Context: an optimization exercise on an open-source flow, tuned for a short achievable clock period and few clock cycles. The choices shown serve that exercise and are no tape-out recipe.
The RTL was checked by simulation tests, not by an equivalence proof against the original design.

==> trial 62 <==
Design mips_pipeline, start of the top module:
module mips_pipeline #(
  parameter logic [31:0] RESET_PC = 32'h0
) (
  input  logic        clk,
  input  logic        rst_n,
  input  logic [31:0] imem_data,
  input  logic        ack,
  input  logic [31:0] dat_r,
  output logic [31:0] imem_addr,
  output logic        cyc,
  output logic        stb,
  output logic        we,
  output logic [31:0] adr,
  output logic [31:0] dat_w,
  output logic        retire_valid,
  output logic [4:0]  retire_reg,
  output logic [31:0] retire_data
);
clock: 8.0 ns
lec_check: 0
abc_clock_period_in_ps: 2500
cap_margin: 20
core_margin: 2
core_utilization: 40
setup_slack_margin: 5
slew_margin: 20
run.sh (not shown) runs the stock make flow with config.mk's settings and CLKGATE_MAP_FILE= SYNTH_SCRIPT=/design/flow/synth_recipe.tcl, a recipe that flattens the netlist after the stock synthesis.
==> inputs of build 50, as changes to trial 62 <==
--- a/flow/design.v
+++ b/flow/design.v
@@ -278,10 +278,11 @@
   assign d_pred  = d_beq && (d_instr[15:7] == 9'h000 || d_instr[15:7] == 9'h1ff) &&
                    (d_instr[15] || d_rs == d_rt);
   assign d_check = d_beq && !(d_pred && d_rs == d_rt);
   assign d_fix_pc = d_pred ? d_pc4 : d_btarget;
   logic        sa_e, sa_m, sa_l, sa_w, sb_e, sb_m, sb_l, sb_w;
+  logic        k_m, k_w, k_ra, k_rb;    
   logic        fa_e, fa_m, fa_l, fb_e, fb_m, fb_l;
   logic [31:0] v_a;          
   logic [31:0] v_b;
   logic [31:0] c_a;          
   logic [31:0] c_b;
@@ -298,22 +299,17 @@
   assign stall = d_valid && e_load && (sa_e || sb_e);
   logic [31:0] d_k;
   logic        d_eq;
   logic        d_res;        
   logic        id_redirect;
-  logic k_m, k_w, k_ra, k_rb;
-  assign k_m  = fa_e ? sb_m : sa_m;
-  assign k_w  = fa_e ? sb_w : sa_w;
-  assign k_ra = !fa_e && !sa_m && !sa_w;
-  assign k_rb = fa_e && !sb_m && !sb_w;
   assign d_k  = ({32{k_m}} & m_res) | ({32{k_w}} & w_data) | ({32{k_ra}} & d_ra) |
                 ({32{k_rb}} & d_rb);
   id_cmp u_cmp (
     .a(e_a), .b(e_b), .sub(e_sub), .r_and(e_r_and), .r_or(e_r_or), .k(d_k),
     .use_ex(fa_e || fb_e), .same(d_rs == d_rt), .c_a(c_a), .c_b(c_b), .eq(d_eq)
   );
-  assign d_res = d_check && !((fa_e || fb_e) && e_r_slt) && !fa_l && !fb_l;
+  assign d_res = 1'b0;
   assign id_redirect = d_valid && d_res && (d_eq != d_pred);
   logic [31:0] pc4;
   logic        if_jump;
   logic        if_pred;
   logic [31:0] if_btarget;
@@ -326,11 +322,11 @@
   logic [22:0] if_hi_m;
   logic        if_sel_p;
   logic        if_sel_m;
   logic        if_sel_0;
   assign if_short  = imem_data[15:7] == 9'h000 || imem_data[15:7] == 9'h1ff;
-  assign if_pred   = imem_data[31:26] == 6'h04 && imem_data[15:0] != 16'h0 && if_short &&
+  assign if_pred   = imem_data[31:26] == 6'h04 && if_short &&
                      (imem_data[15] || imem_data[25:21] == imem_data[20:16]);
   ks_add #(.W(7), .L(3)) u_if_add (.a(pc4[8:2]), .b(imem_data[6:0]), .cin(1'b0),
                                    .s(if_lo[6:0]), .cout(if_lo[7]));
   assign if_hi_p  = pc4[31:9] + 23'd1;
   assign if_hi_m  = pc4[31:9] - 23'd1;
@@ -339,25 +335,25 @@
   assign if_sel_0 = !(if_sel_p || if_sel_m);
   assign if_btarget = {({23{if_sel_p}} & if_hi_p) | ({23{if_sel_m}} & if_hi_m) |
                        ({23{if_sel_0}} & pc4[31:9]), if_lo[6:0], 2'b00};
   logic [31:0] pc_nf;
   logic [31:0] pc_other;
-  logic [31:0] pc_if;
-  logic        sel_id;
+  logic        s_ex, s_st, s_pr, s_j, s_4, sel_id;
   logic        d_valid_nf;
   always_comb begin
-    if (if_jump)          pc_if = {pc4[31:28], imem_data[25:0], 2'b00};
-    else if (if_pred)     pc_if = if_btarget;
-    else                  pc_if = pc4;
-    if (ex_redirect)      pc_other = e_fix_pc;
-    else if (stall)       pc_other = pc;
-    else                  pc_other = pc_if;
+    s_ex = ex_redirect;
+    s_st = !ex_redirect && stall;
+    s_pr = !ex_redirect && !stall && if_pred;
+    s_j  = !ex_redirect && !stall && if_jump;
+    s_4  = !ex_redirect && !stall && !if_pred && !if_jump;
+    pc_other = ({32{s_ex}} & e_fix_pc) | ({32{s_st}} & pc) | ({32{s_pr}} & if_btarget) |
+               ({32{s_j}} & {pc4[31:28], imem_data[25:0], 2'b00}) | ({32{s_4}} & pc4);
     sel_id = id_redirect && !ex_redirect && !stall;
     pc_nf  = sel_id ? d_fix_pc : pc_other;
-    if (ex_redirect || sel_id) d_valid_nf = 1'b0;
-    else if (stall)            d_valid_nf = d_valid;
-    else                       d_valid_nf = !if_jump;
+    if (s_ex || sel_id) d_valid_nf = 1'b0;
+    else if (s_st)      d_valid_nf = d_valid;
+    else                d_valid_nf = !if_jump;
   end
   always_ff @(posedge clk or negedge rst_n) begin
     if (!rst_n) begin
       pc      <= RESET_PC;
       d_valid <= 1'b0;
@@ -395,10 +391,14 @@
       sa_w    <= n_aw;
       sb_e    <= n_be;
       sb_m    <= n_bm;
       sb_l    <= n_bm && e_load;
       sb_w    <= n_bw;
+      k_m     <= n_ae ? n_bm : n_am;
+      k_w     <= n_ae ? n_bw : n_aw;
+      k_ra    <= !n_ae && !n_am && !n_aw;
+      k_rb    <= n_ae && !n_bm && !n_bw;
     end else begin
       if (w_valid && w_dest == d_rs) d_ra <= w_data;
       if (w_valid && w_dest == d_rt) d_rb <= w_data;
       if (!freeze) begin
         sa_e <= 1'b0;
@@ -407,10 +407,14 @@
         sa_w <= sa_m && !sa_e;
         sb_e <= 1'b0;
         sb_m <= sb_e;
         sb_l <= sb_e && e_load;
         sb_w <= sb_m && !sb_e;
+        k_m  <= sa_e;
+        k_w  <= sa_m && !sa_e;
+        k_ra <= !sa_e && !sa_m;
+        k_rb <= 1'b0;
       end
     end
   end
   logic d_go;
   assign d_go = d_valid && !stall && !ex_redirect;
==> flow/flow/run.sh (new file) <==
#!/bin/bash
# The standard synthesis, then the standard layout with the clock delay
# buffers (clkdlybuf4s*) added to the platform's don't-use cells, so that
# port buffers and repairs use plain buffers. Each step logs to its own file.
set -euo pipefail
bash standard.sh synth > synth.log 2>&1
DONT_USE="sky130_fd_sc_hd__probe_p_8 sky130_fd_sc_hd__probec_p_8 sky130_fd_sc_hd__lpflow_bleeder_1 sky130_fd_sc_hd__lpflow_clkbufkapwr_1 sky130_fd_sc_hd__lpflow_clkbufkapwr_16 sky130_fd_sc_hd__lpflow_clkbufkapwr_2 sky130_fd_sc_hd__lpflow_clkbufkapwr_4 sky130_fd_sc_hd__lpflow_clkbufkapwr_8 sky130_fd_sc_hd__lpflow_clkinvkapwr_1 sky130_fd_sc_hd__lpflow_clkinvkapwr_16 sky130_fd_sc_hd__lpflow_clkinvkapwr_2 sky130_fd_sc_hd__lpflow_clkinvkapwr_4 sky130_fd_sc_hd__lpflow_clkinvkapwr_8 sky130_fd_sc_hd__lpflow_decapkapwr_12 sky130_fd_sc_hd__lpflow_decapkapwr_3 sky130_fd_sc_hd__lpflow_decapkapwr_4 sky130_fd_sc_hd__lpflow_decapkapwr_6 sky130_fd_sc_hd__lpflow_decapkapwr_8 sky130_fd_sc_hd__lpflow_inputiso0n_1 sky130_fd_sc_hd__lpflow_inputiso0p_1 sky130_fd_sc_hd__lpflow_inputiso1n_1 sky130_fd_sc_hd__lpflow_inputiso1p_1 sky130_fd_sc_hd__lpflow_inputisolatch_1 sky130_fd_sc_hd__lpflow_isobufsrc_1 sky130_fd_sc_hd__lpflow_isobufsrc_16 sky130_fd_sc_hd__lpflow_isobufsrc_2 sky130_fd_sc_hd__lpflow_isobufsrc_4 sky130_fd_sc_hd__lpflow_isobufsrc_8 sky130_fd_sc_hd__lpflow_isobufsrckapwr_16 sky130_fd_sc_hd__lpflow_lsbuf_lh_hl_isowell_tap_1 sky130_fd_sc_hd__lpflow_lsbuf_lh_hl_isowell_tap_2 sky130_fd_sc_hd__lpflow_lsbuf_lh_hl_isowell_tap_4 sky130_fd_sc_hd__lpflow_lsbuf_lh_isowell_4 sky130_fd_sc_hd__lpflow_lsbuf_lh_isowell_tap_1 sky130_fd_sc_hd__lpflow_lsbuf_lh_isowell_tap_2 sky130_fd_sc_hd__lpflow_lsbuf_lh_isowell_tap_4"
DONT_USE="$DONT_USE sky130_fd_sc_hd__clkdlybuf4s15_1 sky130_fd_sc_hd__clkdlybuf4s15_2 sky130_fd_sc_hd__clkdlybuf4s18_1 sky130_fd_sc_hd__clkdlybuf4s18_2 sky130_fd_sc_hd__clkdlybuf4s25_1 sky130_fd_sc_hd__clkdlybuf4s25_2 sky130_fd_sc_hd__clkdlybuf4s50_1 sky130_fd_sc_hd__clkdlybuf4s50_2"
bash standard.sh "DONT_USE_CELLS=$DONT_USE" finish > layout.log 2>&1
==> flow/standard.sh (new file) <==
#!/bin/bash
# synth_recipe.tcl (not shown) runs the flow's synth.tcl, then flattens the netlist and writes it again
# the make line also repeats each setting of config.mk as NAME=value (left out here)
make -C /OpenROAD-flow-scripts/flow DESIGN_CONFIG=/design/flow/config.mk WORK_HOME=/design/flow/orfs CLKGATE_MAP_FILE= SYNTH_SCRIPT=/design/flow/synth_recipe.tcl "${@:-finish}"
removed: flow/run.sh
==> results.py <==
metrics = {
    "run_status": {
        "status": "timing/DRC/antenna clean",
    },
    "global_routing": {
        "grt_pass1_vias": 48880,
    },
    "cells_and_area": {
        "layout.comb_gates.multi_input": 2681,
    },
    "power_and_ir_drop": {
        "pg_seq_mw": 10.2,
    },
    "place": {
        "dp_slack_ns": 2.499,
    },
    "die": {
        "start_util_pct": 40.30,
    },
    "logic_synthesis": {
        "synthMuxAreaShare_pct": 20.95,
    },
}
-- figures above: build 50

==> results.py <==
metrics = {
    "run_status": {
        "status": "timing/DRC/antenna clean",
    },
    "cells_and_area": {
        "layout.comb_gates.multi_input": 3286,
        "largest_register": "regs",
    },
    "power_and_ir_drop": {
        "pg_seq_mw": 10.3,
    },
    "die": {
        "start_util_pct": 40.36,
    },
    "logic_synthesis": {
        "synthMuxAreaShare_pct": 21.12,
        "synthAdderAreaFrac_pct": 1.742,
    },
    "global_routing": {
        "grt_pass1_vias": 53330,
    },
    "place": {
        "dp_slack_ns": 1.946,
    },
}
-- figures above: trial 62

Testbench counts of trial 62, summed over its fixed seeds: cycles 18,381.
Testbench counts of build 50, summed over its fixed seeds: cycles 18,860.

[what the ideal ports hide]
How much do the figures lean on ideal ports? The routed layouts below were timed once more, with nothing changed but the port constraints.
Step 1 sets driving cells, clkbuf_16 on the clock port and buf_2 on the other inputs (assumed; they add their load-dependent delay and slew).
Step 2 adds t to the input delays and takes it off the output delays; t is the mean of the earliest and latest rising clock arrival at the registers after step 1. Input paths then give back, and output paths get back, about the clock's delay inside the block.
a / b / c = ideal ports / drivers / drivers and shift; a / b = the first two.
| run | t, ns | setup slack, ns | worst hold slack (ns) | worst setup path at the end |
|---|---|---|---|---|
| trial 62 | 0.926 | 3.402 / 3.402 / 2.746 | 0.440 / 0.440 / 0.440 | input to register |
| build 50 | 0.925 | 4.421 / 4.421 / 3.640 | 0.426 / 0.426 / 0.426 | input to register |
After both steps every run listed still meets setup and hold. The setup slack of build 50, which loses most, moves by 0.000 ns with the drivers and by -0.781 ns with both steps.
